This is an optimization exercise on Yosys and OpenROAD, whose aim is small area, not a production implementation. Only simulation tests tie the RTL to the original design; equivalence was not proved. Power figures rest on the tool's default switching activity, not on a simulated workload.

### flow/design.v
module pio_pin_arbiter #(
  parameter int unsigned NUM_SM   = 4,
  parameter int unsigned NUM_PINS = 32,
  parameter int unsigned SYNC_STG = 2
) (
  input  logic                   clock,
  input  logic                   reset_n,
  input  logic [NUM_SM-1:0]      out_valid,
  input  logic [32*NUM_SM-1:0]   out_data,
  input  logic [5*NUM_SM-1:0]    out_base,
  input  logic [6*NUM_SM-1:0]    out_count,
  input  logic [NUM_SM-1:0]      dir_valid,
  input  logic [32*NUM_SM-1:0]   dir_data,
  input  logic [5*NUM_SM-1:0]    dir_base,
  input  logic [6*NUM_SM-1:0]    dir_count,
  input  logic [NUM_SM-1:0]      side_valid,
  input  logic [NUM_SM-1:0]      side_pindir,
  input  logic [5*NUM_SM-1:0]    side_data,
  input  logic [5*NUM_SM-1:0]    side_base,
  input  logic [3*NUM_SM-1:0]    side_count,
  input  logic [5*NUM_SM-1:0]    in_base,
  input  logic [NUM_PINS-1:0]    pad_in,
  output logic [NUM_PINS-1:0]    pad_out,
  output logic [NUM_PINS-1:0]    pad_oe,
  output logic [32*NUM_SM-1:0]   in_data,
  output logic                   conflict
);
  logic [NUM_PINS-1:0]              pad_out_q, pad_out_d;
  logic [NUM_PINS-1:0]              pad_oe_q, pad_oe_d;
  logic                             conflict_q, conflict_d;
  logic [SYNC_STG-1:0][NUM_PINS-1:0] sync_q;
  logic [31:0] out_m, out_v, dir_m, dir_v, side_m, side_v;
  logic [31:0] side_to_val, side_to_dir, sm_val_m, sm_dir_m;
  logic [31:0] seen_val, seen_dir;
  function automatic logic [31:0] rotl(input logic [31:0] x, input logic [4:0] s);
    logic [63:0] t;
    t = {x, x} << s;
    rotl = t[63:32];
  endfunction
  function automatic logic [31:0] rotr(input logic [31:0] x, input logic [4:0] s);
    logic [63:0] t;
    t = {x, x} >> s;
    rotr = t[31:0];
  endfunction
  function automatic logic [31:0] win_mask(input logic [5:0] c);
    if (c >= 6'd32) win_mask = 32'hFFFF_FFFF;
    else            win_mask = (32'd1 << c[4:0]) - 32'd1;
  endfunction
  function automatic logic [4:0] side_mask(input logic [2:0] c);
    if (c >= 3'd5) side_mask = 5'h1F;
    else           side_mask = (5'd1 << c) - 5'd1;
  endfunction
  always_comb begin
    pad_out_d   = pad_out_q;
    pad_oe_d    = pad_oe_q;
    conflict_d  = 1'b0;
    seen_val    = '0;
    seen_dir    = '0;
    out_m       = '0;
    out_v       = '0;
    dir_m       = '0;
    dir_v       = '0;
    side_m      = '0;
    side_v      = '0;
    side_to_val = '0;
    side_to_dir = '0;
    sm_val_m    = '0;
    sm_dir_m    = '0;
    for (int i = 0; i < NUM_SM; i++) begin
      out_m = out_valid[i] ?
              rotl(win_mask(out_count[6*i +: 6]), out_base[5*i +: 5]) : '0;
      out_v = rotl(out_data[32*i +: 32], out_base[5*i +: 5]) & out_m;
      dir_m = dir_valid[i] ?
              rotl(win_mask(dir_count[6*i +: 6]), dir_base[5*i +: 5]) : '0;
      dir_v = rotl(dir_data[32*i +: 32], dir_base[5*i +: 5]) & dir_m;
      side_m = side_valid[i] ?
               rotl({27'd0, side_mask(side_count[3*i +: 3])}, side_base[5*i +: 5]) : '0;
      side_v = rotl({27'd0, side_data[5*i +: 5]}, side_base[5*i +: 5]) & side_m;
      side_to_val = side_pindir[i] ? '0 : side_m;
      side_to_dir = side_pindir[i] ? side_m : '0;
      pad_out_d = (pad_out_d & ~out_m) | out_v;
      pad_out_d = (pad_out_d & ~side_to_val) | (side_v & side_to_val);
      pad_oe_d  = (pad_oe_d & ~dir_m) | dir_v;
      pad_oe_d  = (pad_oe_d & ~side_to_dir) | (side_v & side_to_dir);
      sm_val_m = out_m | side_to_val;
      sm_dir_m = dir_m | side_to_dir;
      if ((|(seen_val & sm_val_m)) || (|(seen_dir & sm_dir_m))) conflict_d = 1'b1;
      seen_val = seen_val | sm_val_m;
      seen_dir = seen_dir | sm_dir_m;
    end
  end
  always_ff @(posedge clock or negedge reset_n) begin
    if (!reset_n) begin
      pad_out_q  <= '0;
      pad_oe_q   <= '0;
      conflict_q <= 1'b0;
    end else begin
      pad_out_q  <= pad_out_d;
      pad_oe_q   <= pad_oe_d;
      conflict_q <= conflict_d;
    end
  end
  always_ff @(posedge clock or negedge reset_n) begin
    if (!reset_n) begin
      sync_q <= '0;
    end else begin
      sync_q[0] <= pad_in;
      for (int s = 1; s < SYNC_STG; s++) sync_q[s] <= sync_q[s-1];
    end
  end
  always_comb begin
    in_data = '0;
    for (int i = 0; i < NUM_SM; i++) begin
      in_data[32*i +: 32] = rotr(sync_q[SYNC_STG-1], in_base[5*i +: 5]);
    end
  end
  assign pad_out  = pad_out_q;
  assign pad_oe   = pad_oe_q;
  assign conflict = conflict_q;
endmodule
### flow/run.sh
#!/bin/bash
# synth_recipe.tcl (not shown) runs the flow's synth.tcl, then flattens the netlist and writes it again
# the make line also repeats each setting of config.mk as NAME=value (left out here)
make -C /OpenROAD-flow-scripts/flow DESIGN_CONFIG=/design/flow/config.mk WORK_HOME=/design/flow/orfs CLKGATE_MAP_FILE= SYNTH_SCRIPT=/design/flow/synth_recipe.tcl finish
### flow/config.mk
export PLATFORM = sky130hd
export DESIGN_NAME = pio_pin_arbiter
export DESIGN_NICKNAME = pio_pin_arbiter
export VERILOG_FILES = /design/flow/design.v
export SDC_FILE = /design/flow/constraint.sdc
export NUM_CORES = 4
export LEC_CHECK = 0
export CAP_MARGIN = 20
export CORE_MARGIN = 2
export CORE_UTILIZATION = 25
export SLEW_MARGIN = 20
### flow/constraint.sdc
create_clock -name core_clock -period 8.0 [get_ports {clock}]
set_input_delay 1.6000 -clock core_clock [delete_from_list [all_inputs] [get_ports {clock}]]
set_output_delay 1.6000 -clock core_clock [all_outputs]
set_load 0.01 [all_outputs]
==> run notes <==
-- power groups by stage --
stage / Clock, W / Sequential, W / Combinational (W)
after floorplan: 0 / 0.000870 / 0.00349
after global placement: 0 / 0.00103 / 0.00638
after detailed placement: 0 / 0.00102 / 0.00634
after CTS: 0.000831 / 0.00101 / 0.00637
after global routing: 0.000854 / 0.00102 / 0.00685
final: 0.000823 / 0.00103 / 0.00665
-- routing by layer --
metal / up-vias / GRT usage (%) / wire, um
met3: 1159 / 6.148 / 46740
met4: 54 / 19.06 / 32640
li1: 38050 / - / -
met1: 42200 / 40.02 / 170700
met5: - / 0 / 334
met2: 6456 / 44.66 / 178100
-- final cells by class --
cell class | instances | area (um^2)
Clock inverter | 14 | 120.1
Timing Repair Buffer | 1050 | 9323
Antenna cell | 43 | 107.6
Multi-Input combinational cell | 8552 | 58460
Inverter | 139 | 521.8
Clock buffer | 18 | 429.2
Sequential cell | 129 | 3228
Fill cell | 29080 | 185700
Tap cell | 3515 | 4398
-- placed cells by master, fill, tap and decap left out, drive strengths merged, types with 161 or more instances in the layout --
cell type,netlist,layout
a21oi,525,525
buf,312,443
clkdlybuf4s50,0,607
mux2i,538,538
mux4,405,405
nand2,1517,1517
nand3,314,314
nor2,993,993
nor3,305,305
o211ai,161,161
o21ai,829,829
-- critical path, delay by kind of cell --
family / cells / cell delay, ns
and+or+nand+nor: 9 / 2.50
AOI/OAI and AO/OA: 6 / 2.48
buffers and inverters: 3 / 0.81
adders and majority gates: 1 / 0.43
-- synthesized netlist by cell type, types with 84 or more instances --
| master | n |
|---|---|
| and2_1 | 107 |
| o221ai_1 | 84 |
| a21oi_1 | 525 |
| nand2_1 | 1516 |
| nor2b_1 | 92 |
| or3_1 | 92 |
| nor3_1 | 301 |
| dfrtp_1 | 129 |
| nand3_1 | 314 |
| o211ai_1 | 160 |
| nor4_1 | 88 |
| a221oi_1 | 85 |
| o31ai_1 | 116 |
| mux4_2 | 405 |
| buf_1 | 181 |
| clkbuf_1 | 597 |
| nor2_1 | 992 |
| buf_2 | 109 |
| a31oi_1 | 153 |
| o21ai_0 | 801 |
| mux2_2 | 129 |
| a211oi_1 | 142 |
| and3_1 | 92 |
| o22ai_1 | 154 |
| inv_1 | 113 |
| mux2i_1 | 537 |
| nand2b_1 | 120 |
-- cells by family (layout without fill, tap and decap cells) --
| group | Yosys count | in the layout |
|---|---|---|
| AO/OA/AOI/OAI | 3324 | 3324 |
| XOR/XNOR | 7 | 7 |
| adder cells (fa/ha/maj) | 15 | 15 |
| buffers and inverters | 1049 | 1221 |
| flip-flops | 129 | 129 |
| multiplexers | 1073 | 1073 |
| other | 0 | 43 |
| AND/OR/NAND/NOR | 4133 | 4133 |
-- metrics by stage --
step           util, %  worst slack [ns]  power, W  cells
6_report         29.20            0.5829  0.008510  13460
5_1_grt          29.18            0.5075  0.008724  13440
4_1_cts          29.16            0.9511  0.008213  13420
3_5_place_dp     28.95            0.4192  0.007363  13390
3_3_place_gp     28.95            0.4526  0.007406  13390
2_1_floorplan        -             1.990  0.004357   9730
-- path summary, 6_finish.rpt --
| path | start | endpoint | slack [ns] | cells after the start |
|---|---|---|---|---|
| setup reg to reg | flop | flop | 5.66 | 6 |
| setup / recovery | dir_count[8] | conflict_q | 0.58 | 19 |
| max in group asynchronous | reset_n | async pin | 5.32 | 2 |
| hold / removal | sync_q[21] | sync_q[53] | 0.34 | 0 |
| hold reg to reg | sync_q[21] | sync_q[53] | 0.34 | 0 |
| min in group asynchronous | reset_n | sync_q[43] | 1.13 | 1 |
==> impl_metrics.csv <==
group,metric,value,unit
status,status,"complete, no violations",
worst_setup_path,crit_chain,"clkdlybuf4s50_1, nor3_2, nand2_1, ha_1, nor3b_1, o21ai_0, a32oi_1, and2_1, o32ai_1, nor2_1, o311ai_0, a21oi_1, nor3_1, buf_4, o21ai_0, or3_1, nor4b_1, buf_4, nand4_1",
worst_setup_path,worstPathRequired,8.42,ns
synth,ys_ff_latch,129,
global_routing,grt_max_degree,84,
synth,synth_simple_gate_area_share,29.47,%
synth,synth_fa_ha_area_share,0.2698,%
sta,worst_pin_slew,1.351,ns
cts,cts_tree,"done",
worst_setup_path,worst-endpoint-arrival,7.83,ns
die,fp.dieArea,0.2676,mm^2
synth,syn_area,0.06586,mm^2
synth,synth_top_family_by_area,"compound AO/OA/AOI/OAI gates",
global_routing,grt_overflow,0,
sta,timing.final.crit_share,92.71,%
synth,ys_seq_area_share,4.901,%
power_and_ir_drop,seqPwrFrac,12.2,%
worst_setup_path,crit_type,"input port to flop",
detailed_routing,routed_wl,428500,um
synth,synthTopCellsByArea,"mux4_2 (14%), nand2_1 (8.6%), mux2i_1 (8.2%)",
hold_path,worstHoldPathType,"flop to flop",
die,start_util,25.11,%
sta,fin_worst_skew,0.01032,ns
power_and_ir_drop,p_leak,27.84,nW
power_and_ir_drop,peakVddDrop,0.1669,mV
cts,cts_max_level,4,
power_and_ir_drop,p_int,0.003521,W
worst_setup_path,cpPeakStageDelay,0.93,ns
die,num_rows,188,
synth,synth_mux_area_share,24.27,%
die,ios,659,
cts,cts_root_buf,"clkbuf_16",
final_layout,finalInstanceArea,0.07659,mm^2
detailed_routing,drt_iter0_drc,14430,
synth,synth_cell_type_count,112,
cts,clock_path_buffers,2,
die,die_w,517.3,um
sta,hold_slack,0.3383,ns
power_and_ir_drop,p_comb_share,78.2,%
place,place_congestion,1.114,
cts,cts_sinks,129,
sta,drv_slew,0,
sta,rsz0062_at_grt,"false",
die,die_h,517.3,um
sta,fmax,0.1348,GHz
sta,slew_headroom,9.918,%
synth,synth_compound_area_share,34.63,%
synth,ys.flop_type,"dfrtp_1",
sta,setup_violations,0,
global_routing,antenna_found_initial,77,
cts,post-cts-setup-buffers,0,
synth,synth_xor_area_share,0.09309,%
detailed_routing,post_drt_via_cell_ratio,6.532,
detailed_routing,drcViolationCount,0,
power_and_ir_drop,clkPwrFrac,9.7,%
place,dp_hpwl,351100,um
synth,synth_top_area_share,13.85,%
synth,async_flop_share,100.0,%
global_routing,grt_util_all_layers,30.26,%
synth,yosysWarnings,1,
cts,hold_buffers,0,
global_routing,grt_pass1_vias,77710,
worst_setup_path,cp_max_fo,18,
power_and_ir_drop,p_switching,0.004988,W
final_layout,drive_above_1_share,12.42,%
cts,clock_latency,0.52,ns
power_and_ir_drop,power_density,111.1,mW/mm^2
worst_setup_path,end_kind,"flop",
detailed_routing,num_vias,87920,
sta,setup_tns,0,ns
global_routing,grt_pass1_wl,593000,um
final_layout,area_growth_syn_to_layout,16.29,%
sta,finalCriticalPeriod,7.417,ns
power_and_ir_drop,p_sw_share,58.62,%
synth,yosysTopAreaCell,"mux4_2",
worst_setup_path,crit_slowest_cell,"o311ai_0",
detailed_routing,first_pass_iters,7,
cts,numCtsBuffers,17,
detailed_routing,ant_nets,0,
detailed_routing,avgRoutedWirePerCell,31.84,um
cts,cts.clk_slew.worst_paths,0.09,ns
synth,synth_edf_count,0,
synth,synth_nets,10210,
synth,syn_inst,9730,
final_layout,final_nets,10370,
die,core-area,0.2623,mm^2
run,max-cap-violations,0,
synth,syn_avg_cell_area,6.769,um^2
place,io_buffers,658,
worst_setup_path,worstSetupStartpointType,"input port",
sta,hold_viol_final,0,
cts,cts-resized-gates,0,
place,placed_area,0.07593,mm^2

==> what the ideal ports hide <==
In the flow no input, the clock included, has a driving cell. The finished layout below was timed again as built, in two steps.
Step 1 sets driving cells, clkbuf_16 on the clock port and buf_2 on the other inputs (assumed; they add their load-dependent delay and slew).
Step 2 also shifts input and output timing later by t, the mid clock arrival at the registers, as if the neighbouring blocks saw the same clock.
a / b / c = no drivers / after step 1 / after step 2; a / b = the first two.
t, ns: 0.605
slack for setup (ns): 0.583 / 0.641 / 0.036
worst hold slack (ns): 0.338 / 0.338 / 0.338
worst data-port slew with drivers (ns): 0.24
After both steps this run still meets setup and hold. The setup slack of this run moves by +0.058 ns with the drivers and by -0.547 ns with both steps.
